Background: an optimization exercise with open tools, aiming at small area and a short achievable clock period. Do not read the settings as production practice.
Power figures rest on the tool's default switching activity, not on a simulated workload.

==> flow/design.v <==
`timescale 1ns/100ps
module spiSdCard (
   input  logic sclk,
   input  logic rstn,
   input  logic ncs,
   input  logic mosi,
   output logic miso
);
   localparam int N = 256;
   localparam logic [3:0] sHunt    = 4'd0,
                          sDir     = 4'd1,
                          sFrame   = 4'd2,
                          sStart   = 4'd3,     
                          sResp    = 4'd4,     
                          sData    = 4'd5,
                          sCrc     = 4'd6,
                          sTokHunt = 4'd7,
                          sWrData  = 4'd8,
                          sWrCrc   = 4'd9,
                          sStartW  = 4'd10,    
                          sDrBusy  = 4'd11;    
   logic [3:0]             state;
   logic [10:0]            cnt;         
   logic [5:0]             idx;
   logic [6:0]             row1;        
   logic                   par;         
   logic [6:0]             row0;        
   logic                   a8;          
   logic                   fA;          
   logic                   fB;          
   logic                   appCmd;
   logic                   wasApp;      
   logic                   initDone;
   logic [7:0]             lenm1;       
   logic                   misoReg;
   logic [6:0]             shReg;
   logic                   act;
   logic [2:0]             bitc;
   logic [7:0]             byteIx;
   logic [2:0]             sIx;
   assign act    = !ncs;
   assign bitc   = cnt[2:0];
   assign byteIx = cnt[10:3];
   assign sIx    = cnt[5:3];
   assign miso   = misoReg | ncs;
   logic       hi;           
   logic       badLen;
   logic       outOfRange;
   logic       vhsOk;
   logic [8:0] endSum;
   logic [7:0] argLo;
   assign argLo      = {row1, par};
   assign hi         = fA | fB;
   assign endSum     = {1'b0, argLo} + {1'b0, lenm1};
   assign vhsOk      = !fB && a8;
   always_ff @(posedge sclk) begin
      badLen     <= hi | (a8 == (argLo != '0));
      outOfRange <= hi | a8 | endSum[8];
   end
   logic [7:0] r1Live;
   logic       ill, pe, ae;
   logic       kR7, kR3, kRd, wrOk;
   always_comb begin
      ill = 1'b0;
      pe  = 1'b0;
      ae  = 1'b0;
      if (wasApp)
         ill = (idx != 6'd41);
      else
         case (idx)
            6'd0, 6'd8, 6'd55, 6'd58: ;
            6'd16, 6'd17, 6'd24: begin
               if (!initDone)            ill = 1'b1;
               else if (idx == 6'd16)    pe  = badLen;
               else                      ae  = outOfRange;
            end
            default: ill = 1'b1;
         endcase
   end
   logic       rLong;        
   logic       lastQ;        
   always_ff @(posedge sclk) begin
      r1Live <= {1'b0, pe, ae, 2'b00, ill, 1'b0, !initDone};
      kR7    <= !wasApp && idx == 6'd8;
      kR3    <= !wasApp && idx == 6'd58;
      rLong  <= !wasApp && (idx == 6'd8 || idx == 6'd58);
      kRd    <= !wasApp && idx == 6'd17 && initDone && !outOfRange;
      wrOk   <= !wasApp && idx == 6'd24 && initDone && !outOfRange;
      lastQ  <= byteIx == lenm1;
   end
   logic [2:0]     ph;
   logic [2:0]     k;           
   logic [2:0]     k2;          
   logic [2:0]     kn;          
   logic [8*N-1:0] ring;
   logic [7:0]     g0, g1;
   logic [7:0]     g0d, g1d;
   logic           wOn0, wOn1;  
   logic           wOnI0, wOnI1;  
   logic           incW0, incW1;  
   logic [7:0]     mid0, mid1;
   logic           tq0, tq1;
   logic           wq0, wq1;    
   logic           wrLoad;
   logic           rdNext;
   logic [7:0]     wrByte;
   assign k  = ~ph;
   assign k2 = ~(ph - 3'd2);
   assign kn = ~(ph + 3'd1);
   always_ff @(posedge sclk)
      ph <= ph + 3'd1;
   logic [7:0]  hi0, hi1;
   logic [15:0] lo0, lo1;
   always_comb
      for (int i = 0; i < 16; i++) begin
         lo0[i] = row0[3:0] == 4'(i);
         lo1[i] = row1[3:0] == 4'(i);
         if (i < 8) begin
            hi0[i] = wOnI0 && row0[6:4] == 3'(i);
            hi1[i] = wOnI1 && row1[6:4] == 3'(i);
         end
      end
   for (genvar q = 0; q < N/2; q++) begin : gRow
      logic s0, s1;
      assign s0 = hi0[q/16] & lo0[q%16];
      assign s1 = hi1[q/16] & lo1[q%16];
      always_ff @(posedge sclk) begin
         ring[16*q +: 8]     <= {ring[16*q +: 7],     (s0 & wq0) | (!s0 & ring[16*q + 7])};
         ring[16*q + 8 +: 8] <= {ring[16*q + 8 +: 7], (s1 & wq1) | (!s1 & ring[16*q + 15])};
      end
   end
   for (genvar g = 0; g < 8; g++) begin : gMid
      always_ff @(posedge sclk) begin
         mid0[g] <= ring[16*{g[2:0], row0[3:0]} + 7];
         mid1[g] <= ring[16*{g[2:0], row1[3:0]} + 15];
      end
   end
   assign wrByte = {shReg, mosi};
   assign wrLoad = rstn && act && state == sWrData && bitc == 3'd7;
   assign rdNext = rstn && act && state == sData && bitc == 3'd0;
   always_comb begin
      g0d = g0;
      g1d = g1;
      if (!wOn0) g0d[k2] = tq0;
      if (!wOn1) g1d[k2] = tq1;
      if (wrLoad && !par) g0d = wrByte;
      if (wrLoad &&  par) g1d = wrByte;
   end
   always_ff @(posedge sclk) begin
      tq0 <= mid0[row0[6:4]];
      tq1 <= mid1[row1[6:4]];
      g0  <= g0d;
      g1  <= g1d;
      wq0   <= g0[kn];
      wq1   <= g1[kn];
      wOnI0 <= wOn0;
      wOnI1 <= wOn1;
      incW0 <= wrLoad && !par && wOn0;
      incW1 <= wrLoad &&  par && wOn1;
      if (wrLoad) begin
         if (!par) wOn0 <= 1'b1;
         if (par)  wOn1 <= 1'b1;
      end else if (act && state == sDir) begin
         wOn0 <= 1'b0;
         wOn1 <= 1'b0;
      end
   end
   logic [7:0] curByte;
   always_comb begin
      curByte = 8'hFF;
      case (state)
         sResp:
            case (sIx)
               3'd1: curByte = r1Live;
               3'd2: curByte = kR3 ? 8'h80 : kR7 ? 8'h00 : 8'hFF;
               3'd3: curByte = kR3 ? 8'hFF : kR7 ? 8'h00 : 8'hFE;
               3'd4: curByte = kR3 ? 8'h80 : kR7 ? {7'b0, vhsOk} : 8'hFF;
               3'd5: curByte = kR3 ? 8'h00 : kR7 ? argLo : 8'hFF;
               default: ;
            endcase
         sData:   curByte = par ? g1 : g0;
         sCrc:    if (sIx[1] == 1'b0) curByte = 8'hAA;
         sDrBusy: if (sIx == 3'd0) curByte = 8'h05;
                  else if (sIx != 3'd5) curByte = 8'h00;
         default: ;
      endcase
   end
   logic decode;
   logic txOn;
   assign txOn   = state == sResp || state == sData || state == sCrc || state == sDrBusy;
   assign decode = act && state == sFrame && cnt[5:0] == 6'd46;
   always_ff @(posedge sclk) begin
      misoReg <= !rstn || !txOn || ((bitc == 3'd0) ? curByte[7] : shReg[6]);
      if (act)
         shReg <= (bitc == 3'd0 && state != sWrData) ? curByte[6:0] : {shReg[5:0], mosi};
   end
   always_ff @(posedge sclk) begin
      if (act)
         cnt <= cnt + 11'd1;
      if (act && state == sFrame) begin
         if (cnt < 11'd6)
            idx <= {idx[4:0], mosi};
         if (cnt < 11'd38)
            {a8, row1, par} <= {row1, par, mosi};
         if (cnt >= 11'd6 && cnt < 11'd26)
            fA <= fA | mosi;
         if (cnt >= 11'd26 && cnt < 11'd29)
            fB <= fB | mosi;
      end
      if (rdNext || wrLoad) begin
         par <= !par;
      end
      if ((rdNext && !par) || incW0) row0 <= row0 + 7'd1;
      if ((rdNext &&  par) || incW1) row1 <= row1 + 7'd1;
      if (state == sStart)
         row0 <= row1 + 7'(par);
      if (!rstn) begin
         state    <= sHunt;
         appCmd   <= 1'b0;
         initDone <= 1'b0;
         lenm1    <= 8'd255;
      end else begin
         case (state)
            sHunt:   if (act && !mosi) state <= sDir;
            sDir:    if (act && mosi) begin
                        state <= sFrame;
                        cnt   <= '0;
                        fA    <= 1'b0;
                        fB    <= 1'b0;
                     end
            sFrame:  if (decode) begin
                        state  <= sStart;
                        appCmd <= !appCmd && idx == 6'd55;
                        wasApp <= appCmd;
                        if (appCmd && idx == 6'd41)
                           initDone <= 1'b1;
                        if (!appCmd && idx == 6'd0)
                           initDone <= 1'b0;
                        if (!appCmd && idx == 6'd16 && initDone && !badLen)
                           lenm1 <= argLo - 8'd1;
                     end
            sStart:  begin
                        state <= sResp;
                        cnt   <= '0;
                     end
            sResp:   if (act) begin
                        if (kRd) begin
                           if (sIx == 3'd3 && bitc == 3'd7) begin
                              state <= sData;
                              cnt   <= '0;
                           end
                        end else if (bitc == 3'd0 && sIx == (rLong ? 3'd6 : 3'd2))
                           state <= wrOk ? sTokHunt : sHunt;
                     end
            sData:   if (act && bitc == 3'd7 && lastQ) begin
                        state <= sCrc;
                        cnt   <= '0;
                     end
            sCrc:    if (act && bitc == 3'd0 && sIx == 3'd2)
                        state <= sHunt;
            sTokHunt: if (act && !mosi) begin
                        state <= sWrData;
                        cnt   <= '0;
                     end
            sWrData: if (act && bitc == 3'd7 && lastQ) begin
                        state <= sWrCrc;
                        cnt   <= '0;
                     end
            sWrCrc:  if (act && cnt[3:0] == 4'd15)
                        state <= sStartW;
            sStartW: begin
                        state <= sDrBusy;
                        cnt   <= '0;
                     end
            sDrBusy: if (act && bitc == 3'd0 && sIx == 3'd5)
                        state <= sHunt;
            default: state <= sHunt;
         endcase
      end
   end
endmodule
Settings: LEC_CHECK=0, CAP_MARGIN=20, CORE_MARGIN=2, CORE_UTILIZATION=60, CTS_BUF_LIST=sky130_fd_sc_hd__clkbuf_4 sky130_fd_sc_hd__clkbuf_8, CTS_CLUSTER_DIAMETER=80, CTS_CLUSTER_SIZE=16, SETUP_SLACK_MARGIN=1.6, SLEW_MARGIN=20; clock period 4.0 ns.
run.sh (not shown) runs the stock make flow with config.mk's settings and CLKGATE_MAP_FILE= SYNTH_SCRIPT=/design/flow/synth_recipe.tcl, a recipe that flattens the netlist after the stock synthesis.
Rerun with:
--- a/flow/design.v
+++ b/flow/design.v
@@ -107,28 +107,16 @@
    assign k  = ~ph;
    assign k2 = ~(ph - 3'd2);
    assign kn = ~(ph + 3'd1);
    always_ff @(posedge sclk)
       ph <= ph + 3'd1;
-   logic [7:0]  hi0, hi1;
-   logic [15:0] lo0, lo1;
-   always_comb
-      for (int i = 0; i < 16; i++) begin
-         lo0[i] = row0[3:0] == 4'(i);
-         lo1[i] = row1[3:0] == 4'(i);
-         if (i < 8) begin
-            hi0[i] = wOnI0 && row0[6:4] == 3'(i);
-            hi1[i] = wOnI1 && row1[6:4] == 3'(i);
-         end
-      end
    for (genvar q = 0; q < N/2; q++) begin : gRow
-      logic s0, s1;
-      assign s0 = hi0[q/16] & lo0[q%16];
-      assign s1 = hi1[q/16] & lo1[q%16];
       always_ff @(posedge sclk) begin
-         ring[16*q +: 8]     <= {ring[16*q +: 7],     (s0 & wq0) | (!s0 & ring[16*q + 7])};
-         ring[16*q + 8 +: 8] <= {ring[16*q + 8 +: 7], (s1 & wq1) | (!s1 & ring[16*q + 15])};
+         ring[16*q +: 8]     <= {ring[16*q +: 7],
+                                 (wOnI0 && row0 == 7'(q)) ? wq0 : ring[16*q + 7]};
+         ring[16*q + 8 +: 8] <= {ring[16*q + 8 +: 7],
+                                 (wOnI1 && row1 == 7'(q)) ? wq1 : ring[16*q + 15]};
       end
    end
    for (genvar g = 0; g < 8; g++) begin : gMid
       always_ff @(posedge sclk) begin
          mid0[g] <= ring[16*{g[2:0], row0[3:0]} + 7];
Power increases by 3.0%.
Register-to-register slack loses 0.04 ns.
Synthesized area climbs by 0.47%.
Setup slack degrades by 0.043 ns.
Utilization barely changes.
No functional check of the RTL was part of any run of this note.

static timing again, ports no longer ideal:
The flow's constraints put no driver on any port. The routed layouts listed below were extracted and timed again, unchanged, in two steps.
Step 1: set_driving_cell puts a clkbuf_16 on sclk and a buf_2 on each other input, an assumption about the parent block.
Step 2 also shifts input and output timing later by t, the mid clock arrival at the registers, as if the neighbouring blocks saw the same clock.
Three values: ideal, step 1, step 2; two values: the first two.
| run | t, ns | setup slack, ns | worst setup path after step 2 | worst data-port slew with drivers (ns) | cell pins on the clock port's net |
|---|---|---|---|---|---|
| the first run | 0.891 | 1.520 / 1.520 / 0.934 | input to register | 0.03 | 1 |
| the second run | 0.881 | 1.477 / 1.477 / 0.945 | input to register | 0.05 | 1 |
After both steps every run listed still meets setup and hold. The setup slack of the first run, which loses most, moves by 0.000 ns with the drivers and by -0.586 ns with both steps.
